What follows belongs to an exercise in optimizing a design on an open flow for small area and a short achievable clock period; a production flow would make more cautious choices.
The RTL was checked by simulation tests, not by an equivalence proof against the original design.
Power and IR drop assume default switching activity.

==> flow/design.v <==
package mips_processor_pkg;
  localparam logic [3:0] OP_NOP  = 4'h0;
  localparam logic [3:0] OP_LI   = 4'h1;
  localparam logic [3:0] OP_ADD  = 4'h2;
  localparam logic [3:0] OP_SUB  = 4'h3;
  localparam logic [3:0] OP_AND  = 4'h4;
  localparam logic [3:0] OP_OR   = 4'h5;
  localparam logic [3:0] OP_XOR  = 4'h6;
  localparam logic [3:0] OP_NOT  = 4'h7;
  localparam logic [3:0] OP_SLL  = 4'h8;
  localparam logic [3:0] OP_MOV  = 4'h9;
  localparam logic [3:0] OP_COMP = 4'hA;
  localparam int OP_LSB = 28;
  localparam int RD_LSB = 24;
  localparam int RS_LSB = 20;
  localparam int RT_LSB = 16;
  localparam int IMM_W  = 16;
  localparam int CW = 21;
endpackage
module mips_alu
#(
  parameter int W = 32
) (
  input  logic           op_as,     
  input  logic           op_sub,
  input  logic           op_and,
  input  logic           op_or,
  input  logic           op_xor,
  input  logic           op_sll,
  input  logic           op_comp,
  input  logic [W-1:0]   a,
  input  logic [W-1:0]   b,
  output logic [W-1:0]   result,
  output logic           carry,
  output logic           overflow,
  output logic           eq
);
  logic [W-1:0] bb;
  logic [W:0]   sum;
  always_comb begin
    bb       = op_sub ? ~b : b;
    sum      = {1'b0, a} + {1'b0, bb} + {{W{1'b0}}, op_sub};
    carry    = sum[W];
    overflow = (a[W-1] == bb[W-1]) && (sum[W-1] != a[W-1]);
    eq       = a == b;
    result   = ({W{op_as}}  & sum[W-1:0])
             | ({W{op_and}} & (a & b))
             | ({W{op_or}}  & (a | b))
             | ({W{op_xor}} & (a ^ b))
             | ({W{op_sll}} & (a << b[4:0]))
             | {{(W-1){1'b0}}, op_comp & eq};
  end
endmodule
import mips_processor_pkg::*;
module mips_processor
#(
  parameter int aBit = 6,
  parameter int nBit = 32
) (
  input  logic            clk,
  input  logic            rst,
  input  logic            request,
  input  logic [aBit-1:0] addr,
  input  logic [nBit-1:0] din,
  output logic [nBit-1:0] dout,
  output logic            acknowledge,
  output logic            carry,
  output logic            overflow,
  output logic            equal
);
  logic [CW-1:0]   imem [2**aBit];
  logic [nBit-1:0] regs [16];
  logic [15:0]     valid;
  logic [aBit-1:0] pc;       
  logic [aBit-1:0] pcn;      
  logic [CW-1:0]   pf;
  logic            pf_v;
  logic            e_we, e_as, e_sub, e_and, e_or, e_xor, e_sll, e_comp;
  logic [3:0]      e_rd;
  logic [nBit-1:0] opa, opb;
  logic [nBit-1:0] res;
  logic            alu_c, alu_v, alu_eq;
  assign acknowledge = request;
  logic [CW-1:0] din_c;
  always_comb begin
    din_c        = '0;
    din_c[19:16] = din[RD_LSB +: 4];
    if (din[OP_LSB +: 4] == OP_LI) begin
      din_c[20]   = 1'b1;
      din_c[15:0] = din[15:0];
    end else begin
      din_c[15:12] = (din[OP_LSB +: 4] > OP_COMP) ? OP_NOP : din[OP_LSB +: 4];
      din_c[11:8]  = din[RS_LSB +: 4];
      din_c[4:0]   = (din[OP_LSB +: 4] == OP_SLL) ? din[4:0] : {1'b0, din[RT_LSB +: 4]};
    end
  end
  always_ff @(posedge clk)
    if (request) imem[addr] <= din_c;
  logic [CW-1:0] rdw;
  always_comb begin
    rdw = '0;
    for (int i = 0; i < 2**aBit; i++)
      rdw = rdw | ({CW{pcn == aBit'(i)}} & imem[i]);
  end
  always_ff @(posedge clk)
    if (!request)         pf <= rdw;
    else if (addr == pc)  pf <= din_c;
  logic [CW-1:0] w;
  logic          f_li, f_as, f_sub, f_and, f_or, f_xor, f_sll, f_comp, f_mov, f_not, f_we;
  logic [3:0]    f_op, f_rs, f_rt;
  assign w      = pf_v ? pf : imem[1];
  assign f_li   = w[20];
  assign f_op   = w[15:12];
  assign f_as   = !f_li && (f_op == OP_ADD || f_op == OP_SUB);
  assign f_sub  = !f_li && f_op == OP_SUB;
  assign f_and  = !f_li && f_op == OP_AND;
  assign f_mov  = !f_li && f_op == OP_MOV;
  assign f_not  = !f_li && f_op == OP_NOT;
  assign f_or   = f_li || (f_op == OP_OR) || f_mov;
  assign f_xor  = !f_li && (f_op == OP_XOR || f_op == OP_NOT);
  assign f_sll  = !f_li && f_op == OP_SLL;
  assign f_comp = !f_li && f_op == OP_COMP;
  assign f_we   = f_li || f_op != OP_NOP;
  assign f_rs   = pf[11:8];
  assign f_rt   = pf[3:0];
  logic [nBit-1:0] ga, gb, ra, rb, na, nb;
  always_comb begin
    ga = '0;
    gb = '0;
    for (int i = 0; i < 16; i++) begin
      ga = ga | ({nBit{f_rs == 4'(i) && valid[i]}} & regs[i]);
      gb = gb | ({nBit{f_rt == 4'(i) && valid[i]}} & regs[i]);
    end
  end
  assign ra = (e_we && e_rd == f_rs) ? res : ga;
  assign rb = (e_we && e_rd == f_rt) ? res : gb;
  always_comb begin
    na = f_li ? '0 : ra;
    if (f_li || f_sll) nb = {{(nBit-IMM_W){w[IMM_W-1]}}, w[IMM_W-1:0]};
    else if (f_mov)    nb = '0;
    else if (f_not)    nb = '1;
    else               nb = rb;
  end
  mips_alu #(.W(nBit)) alu (
    .op_as(e_as), .op_sub(e_sub), .op_and(e_and), .op_or(e_or), .op_xor(e_xor),
    .op_sll(e_sll), .op_comp(e_comp), .a(opa), .b(opb),
    .result(res), .carry(alu_c), .overflow(alu_v), .eq(alu_eq)
  );
  always_ff @(posedge clk or posedge rst) begin
    if (rst) begin
      pc       <= aBit'(1);
      pcn      <= aBit'(2);
      pf_v     <= 1'b0;
      e_we     <= 1'b0;
      e_as     <= 1'b0;
      e_sub    <= 1'b0;
      e_and    <= 1'b0;
      e_or     <= 1'b0;
      e_xor    <= 1'b0;
      e_sll    <= 1'b0;
      e_comp   <= 1'b0;
      dout     <= '0;
      carry    <= 1'b0;
      overflow <= 1'b0;
      equal    <= 1'b0;
      valid    <= '0;
    end else if (!request) begin
      pc     <= pcn;
      pcn    <= pcn + 1'b1;
      pf_v   <= 1'b1;
      e_we   <= f_we;
      e_as   <= f_as;
      e_sub  <= f_sub;
      e_and  <= f_and;
      e_or   <= f_or;
      e_xor  <= f_xor;
      e_sll  <= f_sll;
      e_comp <= f_comp;
      if (e_we) begin
        valid[e_rd] <= 1'b1;
        dout        <= res;
      end
      if (e_as) begin
        carry    <= alu_c;
        overflow <= alu_v;
      end
      if (e_comp) equal <= alu_eq;
    end
  end
  always_ff @(posedge clk)
    if (!request) begin
      e_rd <= w[19:16];
      opa  <= na;
      opb  <= nb;
      if (e_we) regs[e_rd] <= res;
    end
endmodule
export LEC_CHECK = 0
export ABC_CLOCK_PERIOD_IN_PS = 3500
export CAP_MARGIN = 20
export CORE_MARGIN = 2
export CORE_UTILIZATION = 40
export SETUP_SLACK_MARGIN = 4.5
export SLEW_MARGIN = 20
create_clock -name core_clock -period 8.5 [get_ports {clk}]
run.sh (not shown) runs the stock make flow with config.mk's settings and CLKGATE_MAP_FILE= SYNTH_SCRIPT=/design/flow/synth_recipe.tcl, a recipe that flattens the netlist after the stock synthesis.
The baseline finished clean.
Rerun with:
--- a/flow/design.v
+++ b/flow/design.v
@@ -75,10 +75,11 @@
   logic [aBit-1:0] pcn;      
   logic [CW-1:0]   pf;
   logic            pf_v;
   logic            e_we, e_as, e_sub, e_and, e_or, e_xor, e_sll, e_comp;
   logic [3:0]      e_rd;
+  logic [15:0]     e_wen;    
   logic [nBit-1:0] opa, opb;
   logic [nBit-1:0] res;
   logic            alu_c, alu_v, alu_eq;
   assign acknowledge = request;
   logic [CW-1:0] din_c;
@@ -157,10 +158,11 @@
       e_and    <= 1'b0;
       e_or     <= 1'b0;
       e_xor    <= 1'b0;
       e_sll    <= 1'b0;
       e_comp   <= 1'b0;
+      e_wen    <= '0;
       dout     <= '0;
       carry    <= 1'b0;
       overflow <= 1'b0;
       equal    <= 1'b0;
       valid    <= '0;
@@ -174,14 +176,13 @@
       e_and  <= f_and;
       e_or   <= f_or;
       e_xor  <= f_xor;
       e_sll  <= f_sll;
       e_comp <= f_comp;
-      if (e_we) begin
-        valid[e_rd] <= 1'b1;
-        dout        <= res;
-      end
+      for (int i = 0; i < 16; i++) e_wen[i] <= f_we && w[19:16] == 4'(i);
+      valid  <= valid | e_wen;
+      if (e_we) dout <= res;
       if (e_as) begin
         carry    <= alu_c;
         overflow <= alu_v;
       end
       if (e_comp) equal <= alu_eq;
@@ -190,8 +191,10 @@
   always_ff @(posedge clk)
     if (!request) begin
       e_rd <= w[19:16];
       opa  <= na;
       opb  <= nb;
-      if (e_we) regs[e_rd] <= res;
-    end
+    end
+  always_ff @(posedge clk)
+    for (int i = 0; i < 16; i++)
+      if (!request && e_wen[i]) regs[i] <= res;
 endmodule
Routed wire length went down by 0.32%.
Critical path depth went down by 1.
Clock power went up by 2.4%.
Flip-flop and latch count went up by 16.
Total power went up by 0.83%.
Non-clock buffer count went up by 11.
Final cell count went down by 2.3%.
Worst hold slack degrades by 0.0089 ns.
Setup slack improves by 0.18 ns.
Register-to-register slack improves by 0.18 ns.
Via count barely changes.
Clock-buffer cell count went up by 16.
Maximum frequency went up by 4.5%.
Core utilization went up by 0.10 points.

-- afterwards: timing with drivers on the ports --
No port has a modelled driver above. Below, the same layouts with a new extraction and two added sets of constraints.
Step 1 assumes that a clkbuf_16 drives the clock port and a buf_2 every other input.
Step 2 times the ports against the registers' clock, not the clock port: input delays grow and output delays shrink by t, the midpoint of the rising clock arrivals with the driver on.
Three values: ideal ports, drivers, drivers and shift; two values: the first two.
run	shift t [ns]	slack for setup (ns)	worst setup path after step 2	pins driven straight from the clock port
the first run	0.944	4.199 / 4.199 / 3.445	input to register	1
the second run	0.955	4.383 / 4.383 / 3.540	input to register	1
After both steps setup and hold are still met in every run listed. For the second run, which loses most, drivers alone change the setup slack by 0.000 ns; drivers and shift together by -0.843 ns.
